This is an optimization exercise on Yosys and OpenROAD, whose aim is small area, a short achievable clock period and few clock cycles per item, not a production implementation. Function was checked by simulation only, so behaviour that the tests miss may differ from the original. Power and IR drop assume default switching activity.

Setup of build 87:
// cla_mp_add_seq
module cla_mp_add_seq #(
    parameter int NUM_WORDS = 4
) (
    input  logic                                 clk,
    input  logic                                 rst,
    input  logic                                 in_valid,
    output logic                                 in_ready,
    input  logic [NUM_WORDS*cla_pkg::WORD_W-1:0] in_a,
    input  logic [NUM_WORDS*cla_pkg::WORD_W-1:0] in_b,
    input  logic                                 in_cin,
    input  logic                                 in_sub,
    output logic                                 out_valid,
    input  logic                                 out_ready,
    output logic [NUM_WORDS*cla_pkg::WORD_W-1:0] out_sum,
    output logic                                 out_cout,
    output logic                                 out_ovf,
    output logic                                 busy
);
==> flow/config.mk <==
export PLATFORM = sky130hd
export DESIGN_NAME = cla_mp_add_seq
export DESIGN_NICKNAME = cla_mp_add_seq
export VERILOG_FILES = /design/flow/design.v
export SDC_FILE = /design/flow/constraint.sdc
export NUM_CORES = 4
export LEC_CHECK = 0
export ABC_AREA = 1
export CAP_MARGIN = 20
export CORE_ASPECT_RATIO = 0.4
export CORE_MARGIN = 2
export CORE_UTILIZATION = 50
export CTS_BUF_LIST = sky130_fd_sc_hd__clkbuf_4
export SETUP_SLACK_MARGIN = 5
export SLEW_MARGIN = 20
==> flow/constraint.sdc <==
create_clock -name core_clock -period 10.0 [get_ports {clk}]
set_input_delay 2.0000 -clock core_clock [delete_from_list [all_inputs] [get_ports {clk}]]
set_output_delay 2.0000 -clock core_clock [all_outputs]
set_load 0.01 [all_outputs]
standard.sh (not shown) runs the stock make flow with config.mk's settings and CLKGATE_MAP_FILE= SYNTH_SCRIPT=/design/flow/synth_recipe.tcl, a recipe that flattens the netlist after the stock synthesis.
==> flow/flow/run.sh <==
#!/bin/bash
# Layout flow: the standard ORFS flow, with the port buffers inserted as the smallest buffer
# (repair_design and repair_timing still resize them where timing needs it).
set -euo pipefail
export BUFFER_PORTS_ARGS="-buffer_cell sky130_fd_sc_hd__buf_1"
bash standard.sh > standard_flow.log 2>&1
In summary, build 87 completed successfully, with a layout that passed the timing, DRC and antenna checks.
Testbench counts of build 87, summed over its fixed seeds: cycles 1,608, items 1,600.
### build 87 -> build 52
Settings: changing CORE_UTILIZATION from 50 to 60; changing CORE_ASPECT_RATIO from 0.4 to 0.3.
--- outcome ---
Sequential share of layout area: build 52 vs build 87 up 0.21 points. Build 52 against build 87: overall power of the completed layout went down by about 1.3%; final core utilization moved up. Build 87 -> build 52: routed wire length decreased by a few percent. Non-clock buffer area fraction after layout (higher): build 52. Area: build 52 vs build 87 -> build 52 smaller. Build 52 ended up with a higher maximum cell stage delay along the critical path than build 87 did. After synthesis and placement, the instance count of build 52 is below that of build 87. Where area enclosed by the die boundary is concerned, build 87 is outperformed by build 52. Of the two values seen for destination of the critical timing path, in_ready was produced by build 87 and sum_r[154] by build 52. Clock-buffer cell count: build 52 vs build 87 down 6.0%.
Relative to build 52, the following input files were edited for build 34:
Settings: SETUP_SLACK_MARGIN removed (was 5); CORE_UTILIZATION changed from 60 to 50; CORE_ASPECT_RATIO changed from 0.3 to 0.4.
diff --git a/flow/flow/run.sh b/flow/flow/run.sh
--- a/flow/flow/run.sh
+++ b/flow/flow/run.sh
@@ -5,0 +6 @@
+export SETUP_SLACK_MARGIN=5.4
==> comparison <==
Compared with build 52, in build 34 placement-stage worst setup slack has decreased; count of clock-buffer cells in the layout has increased; final clock period utilization by the worst path has decreased.
The following lists how build 37 was set up differently from build 34:
Settings: CORE_UTILIZATION now 40, was 50; SETUP_SLACK_MARGIN now 5, previously not set; CORE_ASPECT_RATIO no longer set, was 0.4; CTS_BUF_LIST now sky130_fd_sc_hd__clkbuf_4 sky130_fd_sc_hd__clkbuf_8, was sky130_fd_sc_hd__clkbuf_4.
diff --git a/flow/flow/run.sh b/flow/flow/run.sh
--- a/flow/flow/run.sh
+++ b/flow/flow/run.sh
@@ -6 +5,0 @@
-export SETUP_SLACK_MARGIN=5.4
==> comparison <==
Compared build 37 vs build 34, and largest net degree at the start of global routing is up in build 37. Summary of the comparison: leakage power of the design is lower in build 37, relative to build 34. Build 37 has global routing met1 resource utilization below what build 34 had. Compared to build 34, build 37 has amount of wire on met2 after detailed routing about 8% higher.

## afterwards: timing with drivers on the ports
No port has a modelled driver above. Below, the same layouts with a new extraction and two added sets of constraints. Step 1: set_driving_cell puts a clkbuf_16 on clk and a buf_2 on each other input, an assumption about the parent block. Step 2 adds t to the input delays and takes it off the output delays; t is the mean of the earliest and latest rising clock arrival at the registers after step 1. Input paths then give back, and output paths get back, about the clock's delay inside the block. Slacks: ideal ports / drivers / drivers and shift; pairs: ideal ports / drivers.
run | shift t [ns] | setup slack, ns | worst register clock-pin slew, ns | cell pins on the clock port's net
build 87 | 0.808 | 5.225 / 5.152 / 4.344 | 0.08 / 0.08 | 1
build 52 | 0.795 | 5.170 / 5.115 / 4.320 | 0.10 / 0.10 | 1
build 34 | 0.822 | 5.282 / 5.180 / 4.358 | 0.08 / 0.08 | 1
build 37 | 0.673 | 5.108 / 5.034 / 4.361 | 0.07 / 0.07 | 1
After both steps setup and hold are still met in every run listed. The setup slack of build 34, which loses most, moves by -0.102 ns with the drivers and by -0.924 ns with both steps.
